Background: an optimization exercise with open tools, aiming at small area, a short achievable clock period and few clock cycles. Do not read the settings as production practice. At most, simulation tests tie the RTL to the original design; equivalence was not proved. The flow treats the clock pin as an ideal source. Dropping or thinning the clock tree relies on that and would not hold on a real chip. Power figures rest on the tool's default switching activity, not on a simulated workload.

Design packet_header_decoder_crc32_top, start of the top module:
module packet_header_decoder_crc32_top (
  input  logic                      clk_i,
  input  logic                      rst_ni,
  input  logic                      in_valid_i,
  output logic                      in_ready_o,
  input  logic [7:0]                data_byte_i,
  input  logic                      last_byte_i,
  output logic                      out_valid_o,
  input  logic                      out_ready_i,
  output logic [2:0]                status_o,
  output logic [1:0]                pkt_type_o,
  output logic                      truncated_o,
  output logic [phdc_pkg::WinW-1:0] window_o,
  output logic [phdc_pkg::LenW-1:0] payload_length_o,
  output logic [7:0]                seqnum_o,
  output logic [31:0]               timestamp_o,
  output logic [phdc_pkg::CrcW-1:0] header_crc_o,
  output logic [phdc_pkg::CrcW-1:0] payload_crc_o,
  output logic                      payload_crc_checked_o,
  input  logic                      cfg_valid_i,
  output logic                      cfg_ready_o,
  input  logic [0:0]                cfg_index_i,
  input  logic [phdc_pkg::LenW-1:0] cfg_data_i
);
Size: ~780 cells after synthesis, ~190 flip-flops, about 160 I/O pins, roughly 0.0087 mm² of cells after synthesis.
==> module phdc_parser, before the edit <==
module phdc_parser (
  input  logic                      clk_i,
  input  logic                      rst_ni,
  input  logic                      step_i,
  input  logic                      idle_i,
  input  logic [7:0]                data_i,
  input  logic                      last_i,
  input  logic [phdc_pkg::WinW-1:0] window_limit_i,
  input  logic [phdc_pkg::LenW-1:0] payload_limit_i,
  output phdc_pkg::res_t            res_o
);
  localparam logic [1:0] PhHdr  = 2'd0;
  localparam logic [1:0] PhPay  = 2'd1;
  localparam logic [1:0] PhTail = 2'd2;
  localparam logic [1:0] PhPast = 2'd3;
  logic [1:0]      ph_q;
  logic [LenW-1:0] cnt_q;    
  logic [1:0]      bi_q;     
  logic            herr_q, perr_q;
  logic            l_q;
  logic [7:0]      b0_q, seq_q;
  logic [LenW-1:0] len_q;
  logic [31:0]     ts_q;
  logic [CrcW-1:0] hcrc_q;
  logic [CrcW-1:0] pc_q;     
  logic [2:0]      st_q;
  logic            chkd_q;
  logic            in_h, in_p, in_t;
  logic [3:0]      n;
  logic            p0, p1, p2l, pseq, pts, prx, pcrc, phc, hdr_last;
  logic [7:0]      dz, ref_b;
  logic            mism;
  logic [CrcW-1:0] crc_in, crc_upd;
  logic [7:0]      crc_data;
  logic            crc_en, bi_en, pc_clr;
  logic            plast, len_nz, chk;
  assign in_h = (ph_q == PhHdr);
  assign in_p = (ph_q == PhPay);
  assign in_t = (ph_q == PhTail);
  assign n    = cnt_q[3:0];
  assign p0       = in_h && (n == 4'd0);
  assign p1       = in_h && (n == 4'd1);
  assign p2l      = in_h && (n == 4'd2) && l_q;
  assign pseq     = in_h && (l_q ? (n == 4'd3) : (n == 4'd2));
  assign pts      = in_h && (l_q ? (n >= 4'd4 && n <= 4'd7) : (n >= 4'd3 && n <= 4'd6));
  assign prx      = in_h && (l_q ? (n >= 4'd8) : (n >= 4'd7));
  assign pcrc     = in_h && (l_q ? (n <= 4'd7) : (n <= 4'd6));
  assign phc      = in_h && (l_q ? (n == 4'd7) : (n == 4'd6));
  assign hdr_last = prx && (bi_q == 2'd3);
  assign ref_b = pc_q[8*(3-bi_q) +: 8];
  assign mism  = (data_i != ref_b);
  assign crc_in   = ~pc_q;
  assign crc_data = p0 ? (data_i & FirstByteCrcMask) : data_i;
  phdc_crc8 u_crc8 (
    .crc_i  (crc_in),
    .data_i (crc_data),
    .crc_o  (crc_upd)
  );
  assign crc_en = pcrc || in_p;
  assign bi_en  = pts || prx || in_t;
  assign plast  = (cnt_q == len_q);
  assign len_nz = (len_q != '0);
  assign chk    = len_nz && !b0_q[5];
  assign dz = p0 ? 8'h00 : data_i;
  logic nohdr, inc_a, typ0, winb, lenb, inc_b, herr_e, inc_c, perr_e;
  phdc_pkg::status_e status;
  assign nohdr  = in_h && (n <= 4'd5);
  assign inc_a  = in_h && (n <= 4'd9);
  assign typ0   = (b0_q[7:6] == 2'd0);
  assign winb   = (b0_q[4:0] > window_limit_i);
  assign lenb   = (len_q > payload_limit_i);
  assign inc_b  = in_h && (n == 4'd10) && l_q;
  assign herr_e = herr_q || (hdr_last && mism);
  assign inc_c  = (in_h && len_nz) || (in_p && (!plast || chk)) ||
                  (in_t && (bi_q != 2'd3));
  assign perr_e = perr_q || (in_t && mism);
  always_comb begin
    if (nohdr)                status = StNoHeader;
    else if (inc_a)           status = StInconsistent;
    else if (typ0)            status = StType;
    else if (winb)            status = StWindow;
    else if (lenb)            status = StLength;
    else if (inc_b)           status = StInconsistent;
    else if (herr_e)          status = StCrc;
    else if (inc_c)           status = StInconsistent;
    else if (chk && perr_e)   status = StCrc;
    else                      status = StOk;
  end
  logic checked;
  assign checked = chk && !(nohdr || inc_a || typ0 || winb || lenb || inc_b ||
                            herr_e || inc_c);
  always_ff @(posedge clk_i or negedge rst_ni) begin
    if (!rst_ni) begin
      ph_q  <= PhHdr;
      cnt_q <= 15'd0;
      bi_q  <= 2'd0;
    end else if (step_i) begin
      if (last_i) begin
        ph_q  <= PhHdr;
        cnt_q <= 15'd0;
        bi_q  <= 2'd0;
      end else begin
        if (bi_en) bi_q <= bi_q + 2'd1;
        if (hdr_last) begin
          cnt_q <= 15'd1;
        end else if (in_h || in_p) begin
          cnt_q <= cnt_q + 15'd1;
        end
        if (hdr_last) ph_q <= len_nz ? PhPay : PhPast;
        if (in_p && plast) ph_q <= chk ? PhTail : PhPast;
        if (in_t && bi_q == 2'd3) ph_q <= PhPast;
      end
    end
  end
  assign pc_clr = (idle_i && in_h && n == 4'd0) ||
                  (step_i && (hdr_last || (last_i && !checked)));
  always_ff @(posedge clk_i) begin
    if (idle_i && in_h && n == 4'd0) begin
      len_q <= '0;
    end else if (step_i) begin
      if (p1) len_q[14:8] <= data_i[7] ? data_i[6:0] : 7'd0;
      if (p1 || p2l) len_q[7:0] <= (p1 && data_i[7]) ? 8'h00 : {!p1 && data_i[7], data_i[6:0]};
    end
  end
  always_ff @(posedge clk_i) begin
    if (pc_clr)                 pc_q <= '0;
    else if (step_i && crc_en)  pc_q <= ~crc_upd;
  end
  always_ff @(posedge clk_i) begin
    if (step_i) begin
      if (p0) b0_q <= data_i;
      if (p1) l_q <= data_i[7];
      if (p0 || pseq) seq_q <= dz;
      for (int b = 0; b < 4; b++) begin
        if (p0 || (pts && bi_q == 2'(b))) ts_q[8*b +: 8] <= dz;
      end
      if (p0 || phc) hcrc_q <= p0 ? 32'h0 : ~crc_upd;
      herr_q <= (!p0 && herr_q) || (prx && mism);
      perr_q <= (!p0 && perr_q) || (in_t && mism);
      if (last_i) begin
        st_q   <= status;
        chkd_q <= checked;
      end
    end
  end
  always_comb begin
    res_o.status              = phdc_pkg::status_e'(st_q);
    res_o.pkt_type            = b0_q[7:6];
    res_o.truncated           = b0_q[5];
    res_o.window              = b0_q[4:0];
    res_o.payload_length      = len_q;
    res_o.seqnum              = seq_q;
    res_o.timestamp           = ts_q;
    res_o.header_crc          = hcrc_q;
    res_o.payload_crc         = pc_q;
    res_o.payload_crc_checked = chkd_q;
  end
endmodule
==> flow/config.mk <==
export PLATFORM = sky130hd
export DESIGN_NAME = packet_header_decoder_crc32_top
export DESIGN_NICKNAME = packet_header_decoder_crc32_top
export VERILOG_FILES = /design/flow/design.v
export SDC_FILE = /design/flow/constraint.sdc
export NUM_CORES = 4
export LEC_CHECK = 0
export CAP_MARGIN = 20
export CORE_MARGIN = 2
export CORE_UTILIZATION = 70
export CTS_BUF_LIST = sky130_fd_sc_hd__clkbuf_8
export SETUP_SLACK_MARGIN = 0.5
export SLEW_MARGIN = 20
==> flow/constraint.sdc <==
create_clock -name core_clock -period 11.0 [get_ports {clk_i}]
set_input_delay 2.2000 -clock core_clock [delete_from_list [all_inputs] [get_ports {clk_i}]]
set_output_delay 2.2000 -clock core_clock [all_outputs]
set_load 0.01 [all_outputs]
standard.sh (not shown) runs the stock make flow with config.mk's settings and CLKGATE_MAP_FILE= SYNTH_SCRIPT=/design/flow/synth_recipe.tcl, a recipe that flattens the netlist after the stock synthesis.
==> flow/flow/run.sh <==
#!/bin/bash
# Standard ORFS layout (standard.sh, with the standard synthesis), except:
#  - the port buffers are made from the smallest buffer cell;
#  - extra ORFS make variables for the layout steps from flow/make_vars.txt;
#  - flow/clock_tree.tcl builds the clock tree (the clock port drives four
#    mid inverters, each driving two leaf inverters, each leaf driving one
#    cluster of flip-flops) in place of ORFS's
#    CTS step, then repairs timing as that step does; make then carries on
#    from its result with global routing.
# The clock period and constraints are the design's (constraint.sdc as given).
# Each tool run writes its full output to its own log in this folder.
set -euo pipefail
MARGIN=$(cat flow/setup_margin.txt)
EXTRA=""
if [[ -f flow/make_vars.txt ]]; then
  EXTRA="$(cat flow/make_vars.txt)"
fi
export BUFFER_PORTS_ARGS="-buffer_cell sky130_fd_sc_hd__buf_1"
sed -E "s/SETUP_SLACK_MARGIN=[^ ]+/SETUP_SLACK_MARGIN=${MARGIN} ${EXTRA}/" standard.sh > standard_tuned.sh
bash standard.sh synth > synth_make.log 2>&1
bash standard_tuned.sh place > place_make.log 2>&1
export RESULTS="$PWD/orfs/results/${FLOW_PLATFORM}/packet_header_decoder_crc32_top/base"
export PLATFORM_DIR="$FLOW_HOME/platforms/${FLOW_PLATFORM}"
export LIB_FILE="$PLATFORM_DIR/lib/sky130_fd_sc_hd__tt_025C_1v80.lib"
export SETUP_MARGIN="$MARGIN"
export DONT_USE_CELLS="$(make -s -C "$FLOW_HOME" DESIGN_CONFIG="$PWD/config.mk" print-DONT_USE_CELLS 2> dont_use.log | sed -n 's/^DONT_USE_CELLS *[:=]* *//p')"
export NLEAF=$(cat flow/clock_leaves.txt)
export LEAF_BUF=$(cat flow/clock_leaf.txt)
export MID_FANOUT=2
export ROOT_BUF=$(cat flow/clock_root.txt)
openroad -no_init -exit flow/clock_tree.tcl > clock_tree.log 2>&1
bash standard_tuned.sh > layout_make.log 2>&1
Other scripts of this flow, unchanged in this note and not shown: flow/flow/clock_leaf.txt, flow/flow/clock_leaves.txt, flow/flow/clock_root.txt, flow/flow/clock_tree.tcl, flow/flow/make_vars.txt, flow/flow/setup_margin.txt
Testbench counts at the start, summed over its fixed seeds: cycles 160,438.
Change:
--- a/flow/design.v
+++ b/flow/design.v
@@ -82,13 +82,13 @@
   logic [CrcW-1:0] pc_q;     
   logic [2:0]      st_q;
   logic            chkd_q;
   logic            in_h, in_p, in_t;
   logic [3:0]      n;
   logic            p0, p1, p2l, pseq, pts, prx, pcrc, phc, hdr_last;
-  logic [7:0]      dz, ref_b;
+  logic [7:0]      ref_b;
   logic            mism;
   logic [CrcW-1:0] crc_in, crc_upd;
   logic [7:0]      crc_data;
   logic            crc_en, bi_en, pc_clr;
   logic            plast, len_nz, chk;
   assign in_h = (ph_q == PhHdr);
@@ -115,13 +115,12 @@
   );
   assign crc_en = pcrc || in_p;
   assign bi_en  = pts || prx || in_t;
   assign plast  = (cnt_q == len_q);
   assign len_nz = (len_q != '0);
   assign chk    = len_nz && !b0_q[5];
-  assign dz = p0 ? 8'h00 : data_i;
   logic nohdr, inc_a, typ0, winb, lenb, inc_b, herr_e, inc_c, perr_e;
   phdc_pkg::status_e status;
   assign nohdr  = in_h && (n <= 4'd5);
   assign inc_a  = in_h && (n <= 4'd9);
   assign typ0   = (b0_q[7:6] == 2'd0);
   assign winb   = (b0_q[4:0] > window_limit_i);
@@ -170,31 +169,34 @@
     end
   end
   assign pc_clr = (idle_i && in_h && n == 4'd0) ||
                   (step_i && (hdr_last || (last_i && !checked)));
   always_ff @(posedge clk_i) begin
     if (idle_i && in_h && n == 4'd0) begin
-      len_q <= '0;
+      len_q  <= '0;
+      seq_q  <= '0;
+      ts_q   <= '0;
+      hcrc_q <= '0;
     end else if (step_i) begin
+      if (pseq) seq_q <= data_i;
+      for (int b = 0; b < 4; b++) begin
+        if (pts && bi_q == 2'(b)) ts_q[8*b +: 8] <= data_i;
+      end
+      if (phc) hcrc_q <= ~crc_upd;
       if (p1) len_q[14:8] <= data_i[7] ? data_i[6:0] : 7'd0;
       if (p1 || p2l) len_q[7:0] <= (p1 && data_i[7]) ? 8'h00 : {!p1 && data_i[7], data_i[6:0]};
     end
   end
   always_ff @(posedge clk_i) begin
     if (pc_clr)                 pc_q <= '0;
     else if (step_i && crc_en)  pc_q <= ~crc_upd;
   end
   always_ff @(posedge clk_i) begin
     if (step_i) begin
       if (p0) b0_q <= data_i;
       if (p1) l_q <= data_i[7];
-      if (p0 || pseq) seq_q <= dz;
-      for (int b = 0; b < 4; b++) begin
-        if (p0 || (pts && bi_q == 2'(b))) ts_q[8*b +: 8] <= dz;
-      end
-      if (p0 || phc) hcrc_q <= p0 ? 32'h0 : ~crc_upd;
       herr_q <= (!p0 && herr_q) || (prx && mism);
       perr_q <= (!p0 && perr_q) || (in_t && mism);
       if (last_i) begin
         st_q   <= status;
         chkd_q <= checked;
       end
What happened: Design area came out lower by 1.2%; sequential power came out lower by about 7%; total power came out lower by 4.2%; global-route usage came out higher by 0.94 points; fmax came out higher by 0.87%; wire length came out higher by 1.7%; clock power came out higher by about 1%; clock skew came out higher by 5.2 ps; via count came out higher by 7.6%; hold slack gets worse by 55 ps; die area hardly moves; worst setup slack gets better by 26 ps; cell count came out higher by 12%; first-iteration DRC count came out lower by 33%.
Testbench counts after the change, summed over its fixed seeds: cycles 160,438.
No run of this note takes its clock network from TritonCTS; it comes from the design's own scripts or RTL.

========
== run B ==
Another version of the RTL of packet_header_decoder_crc32_top (not shown whole).
For scale: ~970 cells after synthesis, ~190 flip-flops, about 9000 µm² of cells after synthesis.
// packet_header_decoder_crc32_top
module packet_header_decoder_crc32_top (
  input  logic                      clk_i,
  input  logic                      rst_ni,
  input  logic                      in_valid_i,
  output logic                      in_ready_o,
  input  logic [7:0]                data_byte_i,
  input  logic                      last_byte_i,
  output logic                      out_valid_o,
  input  logic                      out_ready_i,
  output logic [2:0]                status_o,
  output logic [1:0]                pkt_type_o,
  output logic                      truncated_o,
  output logic [phdc_pkg::WinW-1:0] window_o,
  output logic [phdc_pkg::LenW-1:0] payload_length_o,
  output logic [7:0]                seqnum_o,
  output logic [31:0]               timestamp_o,
  output logic [phdc_pkg::CrcW-1:0] header_crc_o,
  output logic [phdc_pkg::CrcW-1:0] payload_crc_o,
  output logic                      payload_crc_checked_o,
  input  logic                      cfg_valid_i,
  output logic                      cfg_ready_o,
  input  logic [0:0]                cfg_index_i,
  input  logic [phdc_pkg::LenW-1:0] cfg_data_i
);
==> module phdc_parser, before the edit <==
module phdc_parser (
  input  logic                      clk_i,
  input  logic                      rst_ni,
  input  logic                      step_i,
  input  logic                      idle_i,
  input  logic [7:0]                data_i,
  input  logic                      last_i,
  input  logic [phdc_pkg::WinW-1:0] window_limit_i,
  input  logic [phdc_pkg::LenW-1:0] payload_limit_i,
  output phdc_pkg::res_t            res_o
);
  localparam logic [1:0] PhHdr  = 2'd0;
  localparam logic [1:0] PhPay  = 2'd1;
  localparam logic [1:0] PhTail = 2'd2;
  localparam logic [1:0] PhPast = 2'd3;
  logic [1:0]      ph_q;
  logic [LenW-1:0] cnt_q;    
  logic [1:0]      bi_q;     
  logic            herr_q, perr_q;
  logic            l_q;
  logic [7:0]      b0_q, seq_q;
  logic [LenW-1:0] len_q;
  logic [31:0]     ts_q;
  logic [CrcW-1:0] hcrc_q;
  logic [CrcW-1:0] pc_q;     
  logic [2:0]      st_q;
  logic            chkd_q;
  logic            in_h, in_p, in_t;
  logic [3:0]      n;
  logic            p0, p1, p2l, pseq, pts, prx, pcrc, phc, hdr_last;
  logic [7:0]      ref_b;
  logic            mism;
  logic [CrcW-1:0] crc_in, crc_upd;
  logic [7:0]      crc_data;
  logic            crc_en, bi_en, pc_clr;
  logic            plast, len_nz, chk;
  assign in_h = (ph_q == PhHdr);
  assign in_p = (ph_q == PhPay);
  assign in_t = (ph_q == PhTail);
  assign n    = cnt_q[3:0];
  assign p0       = in_h && (n == 4'd0);
  assign p1       = in_h && (n == 4'd1);
  assign p2l      = in_h && (n == 4'd2) && l_q;
  assign pseq     = in_h && (l_q ? (n == 4'd3) : (n == 4'd2));
  assign pts      = in_h && (l_q ? (n >= 4'd4 && n <= 4'd7) : (n >= 4'd3 && n <= 4'd6));
  assign prx      = in_h && (l_q ? (n >= 4'd8) : (n >= 4'd7));
  assign pcrc     = in_h && (l_q ? (n <= 4'd7) : (n <= 4'd6));
  assign phc      = in_h && (l_q ? (n == 4'd7) : (n == 4'd6));
  assign hdr_last = prx && (bi_q == 2'd3);
  assign ref_b = pc_q[8*(3-bi_q) +: 8];
  assign mism  = (data_i != ref_b);
  assign crc_in   = ~pc_q;
  assign crc_data = p0 ? (data_i & FirstByteCrcMask) : data_i;
  phdc_crc8 u_crc8 (
    .crc_i  (crc_in),
    .data_i (crc_data),
    .crc_o  (crc_upd)
  );
  assign crc_en = pcrc || in_p;
  assign bi_en  = pts || prx || in_t;
  assign plast  = (cnt_q == len_q);
  assign len_nz = (len_q != '0);
  assign chk    = len_nz && !b0_q[5];
  logic nohdr, inc_a, typ0, winb, lenb, inc_b, herr_e, inc_c, perr_e;
  phdc_pkg::status_e status;
  assign nohdr  = in_h && (n <= 4'd5);
  assign inc_a  = in_h && (n <= 4'd9);
  assign typ0   = (b0_q[7:6] == 2'd0);
  assign winb   = (b0_q[4:0] > window_limit_i);
  assign lenb   = (len_q > payload_limit_i);
  assign inc_b  = in_h && (n == 4'd10) && l_q;
  assign herr_e = herr_q || (hdr_last && mism);
  assign inc_c  = (in_h && len_nz) || (in_p && (!plast || chk)) ||
                  (in_t && (bi_q != 2'd3));
  assign perr_e = perr_q || (in_t && mism);
  always_comb begin
    if (nohdr)                status = StNoHeader;
    else if (inc_a)           status = StInconsistent;
    else if (typ0)            status = StType;
    else if (winb)            status = StWindow;
    else if (lenb)            status = StLength;
    else if (inc_b)           status = StInconsistent;
    else if (herr_e)          status = StCrc;
    else if (inc_c)           status = StInconsistent;
    else if (chk && perr_e)   status = StCrc;
    else                      status = StOk;
  end
  logic checked, ok_q;
  assign checked = ok_q && ((in_t && bi_q == 2'd3) || (ph_q == PhPast));
  always_ff @(posedge clk_i) begin
    ok_q <= chk && !(typ0 || winb || lenb || herr_q);
  end
  always_ff @(posedge clk_i or negedge rst_ni) begin
    if (!rst_ni) begin
      ph_q  <= PhHdr;
      cnt_q <= 15'd0;
      bi_q  <= 2'd0;
    end else if (step_i) begin
      if (last_i) begin
        ph_q  <= PhHdr;
        cnt_q <= 15'd0;
        bi_q  <= 2'd0;
      end else begin
        if (bi_en) bi_q <= bi_q + 2'd1;
        if (hdr_last) begin
          cnt_q <= 15'd1;
        end else if (in_h || in_p) begin
          cnt_q <= cnt_q + 15'd1;
        end
        if (hdr_last) ph_q <= len_nz ? PhPay : PhPast;
        if (in_p && plast) ph_q <= chk ? PhTail : PhPast;
        if (in_t && bi_q == 2'd3) ph_q <= PhPast;
      end
    end
  end
  assign pc_clr = (idle_i && in_h && n == 4'd0) ||
                  (step_i && (hdr_last || (last_i && !checked)));
  always_ff @(posedge clk_i) begin
    if (idle_i && in_h && n == 4'd0) begin
      len_q  <= '0;
      seq_q  <= '0;
      ts_q   <= '0;
      hcrc_q <= '0;
    end else if (step_i) begin
      if (pseq) seq_q <= data_i;
      for (int b = 0; b < 4; b++) begin
        if (pts && bi_q == 2'(b)) ts_q[8*b +: 8] <= data_i;
      end
      if (phc) hcrc_q <= ~crc_upd;
      if (p1) len_q[14:8] <= data_i[7] ? data_i[6:0] : 7'd0;
      if (p1 || p2l) len_q[7:0] <= (p1 && data_i[7]) ? 8'h00 : {!p1 && data_i[7], data_i[6:0]};
    end
  end
  always_ff @(posedge clk_i) begin
    if (pc_clr)                 pc_q <= '0;
    else if (step_i && crc_en)  pc_q <= ~crc_upd;
  end
  always_ff @(posedge clk_i) begin
    if (step_i) begin
      if (p0) b0_q <= data_i;
      if (p1) l_q <= data_i[7];
      herr_q <= (!p0 && herr_q) || (prx && mism);
      perr_q <= (!p0 && perr_q) || (in_t && mism);
      if (last_i) begin
        st_q   <= status;
        chkd_q <= checked;
      end
    end
  end
  always_comb begin
    res_o.status              = phdc_pkg::status_e'(st_q);
    res_o.pkt_type            = b0_q[7:6];
    res_o.truncated           = b0_q[5];
    res_o.window              = b0_q[4:0];
    res_o.payload_length      = len_q;
    res_o.seqnum              = seq_q;
    res_o.timestamp           = ts_q;
    res_o.header_crc          = hcrc_q;
    res_o.payload_crc         = pc_q;
    res_o.payload_crc_checked = chkd_q;
  end
endmodule
clock: 11.0 ns
lec_check: 0
cap_margin: 20
core_margin: 2
core_utilization: 70
cts_buf_list: sky130_fd_sc_hd__clkbuf_8
setup_slack_margin: 0.5
slew_margin: 20
Scripts as last shown in full above: flow/flow/run.sh
Other scripts of this flow, unchanged in this note and not shown: flow/flow/clock_leaf.txt, flow/flow/clock_leaves.txt, flow/flow/clock_root.txt, flow/flow/clock_tree.tcl, flow/flow/make_vars.txt, flow/flow/setup_margin.txt
> inputs changed (run B -> run Y)
--- a/flow/design.v
+++ b/flow/design.v
@@ -86,5 +86,5 @@
   logic [3:0]      n;
   logic            p0, p1, p2l, pseq, pts, prx, pcrc, phc, hdr_last;
-  logic [7:0]      ref_b;
+  logic [7:0]      dz, ref_b;
   logic            mism;
   logic [CrcW-1:0] crc_in, crc_upd;
@@ -107,4 +107,5 @@
   assign ref_b = pc_q[8*(3-bi_q) +: 8];
   assign mism  = (data_i != ref_b);
+  assign dz = p0 ? 8'h00 : data_i;
   assign crc_in   = ~pc_q;
   assign crc_data = p0 ? (data_i & FirstByteCrcMask) : data_i;
@@ -143,9 +144,7 @@
     else                      status = StOk;
   end
-  logic checked, ok_q;
-  assign checked = ok_q && ((in_t && bi_q == 2'd3) || (ph_q == PhPast));
-  always_ff @(posedge clk_i) begin
-    ok_q <= chk && !(typ0 || winb || lenb || herr_q);
-  end
+  logic checked;
+  assign checked = chk && !(nohdr || inc_a || typ0 || winb || lenb || inc_b ||
+                            herr_e || inc_c);
   always_ff @(posedge clk_i or negedge rst_ni) begin
     if (!rst_ni) begin
@@ -176,12 +175,6 @@
     if (idle_i && in_h && n == 4'd0) begin
       len_q  <= '0;
-      seq_q  <= '0;
-      ts_q   <= '0;
       hcrc_q <= '0;
     end else if (step_i) begin
-      if (pseq) seq_q <= data_i;
-      for (int b = 0; b < 4; b++) begin
-        if (pts && bi_q == 2'(b)) ts_q[8*b +: 8] <= data_i;
-      end
       if (phc) hcrc_q <= ~crc_upd;
       if (p1) len_q[14:8] <= data_i[7] ? data_i[6:0] : 7'd0;
@@ -196,4 +189,8 @@
     if (step_i) begin
       if (p0) b0_q <= data_i;
+      if (p0 || pseq) seq_q <= dz;
+      for (int b = 0; b < 4; b++) begin
+        if (p0 || (pts && bi_q == 2'(b))) ts_q[8*b +: 8] <= dz;
+      end
       if (p1) l_q <= data_i[7];
       herr_q <= (!p0 && herr_q) || (prx && mism);
Notes after the runs:
- Run Y: upper clock frequency limit 0.32% below run B
- Diff run B -> run Y | net switching component of the power | down by more than 10%
- Across both runs, die area was lower for run Y than for run B.
- Comparing run Y and run B, the higher growth of design area from synthesis to finish was measured on run Y.
- Run Y against run B: sequential share of layout area rose by 5.6 points; post-synthesis area per instance rose by 14%; placer congestion estimate fell by 0.59%; final worst setup slack fell by 0.0097 ns.
- Compared with run B, via count in run Y decreased by more than 10%.
- Reported for run Y and run B, number of cells on the worst hold path turned out identical to the last digit.
- Run Y against run B: detail-routed via count per cell went up by about 2%, synthesized area went down by 4.8%, maximum vdd ir drop went down by 0.0023 mV, wire length of the first global-routing pass went down by 4000 µm.
Function was not checked in any run of this note: the RTL went through the layout flow alone. No run of this note takes its clock network from TritonCTS; it comes from the design's own scripts or RTL.

[separate check: timing with driven ports]
No port has a modelled driver above. Below, the same layouts with a new extraction and two added sets of constraints. Step 1 sets driving cells, clkbuf_16 on the clock port and buf_2 on the other inputs (assumed; they add their load-dependent delay and slew). Step 2 adds t to the input delays and takes it off the output delays; t is the mean of the earliest and latest rising clock arrival at the registers after step 1. Input paths then give back, and output paths get back, about the clock's delay inside the block. Slacks: no drivers / after step 1 / after step 2; pairs: no drivers / after step 1.
run	t (ns)	setup WS [ns]	pins driven straight from the clock port
the first run of note 1	0.291	7.999 / 7.871 / 7.828	4
the second run of note 1	0.288	8.025 / 7.890 / 7.857	4
run B	0.300	8.023 / 7.867 / 7.894	4
run Y	0.297	8.013 / 7.862 / 7.887	4
After both steps every run listed still meets setup and hold. The setup slack of the first run of note 1, which loses most, moves by -0.128 ns with the drivers and by -0.171 ns with both steps.
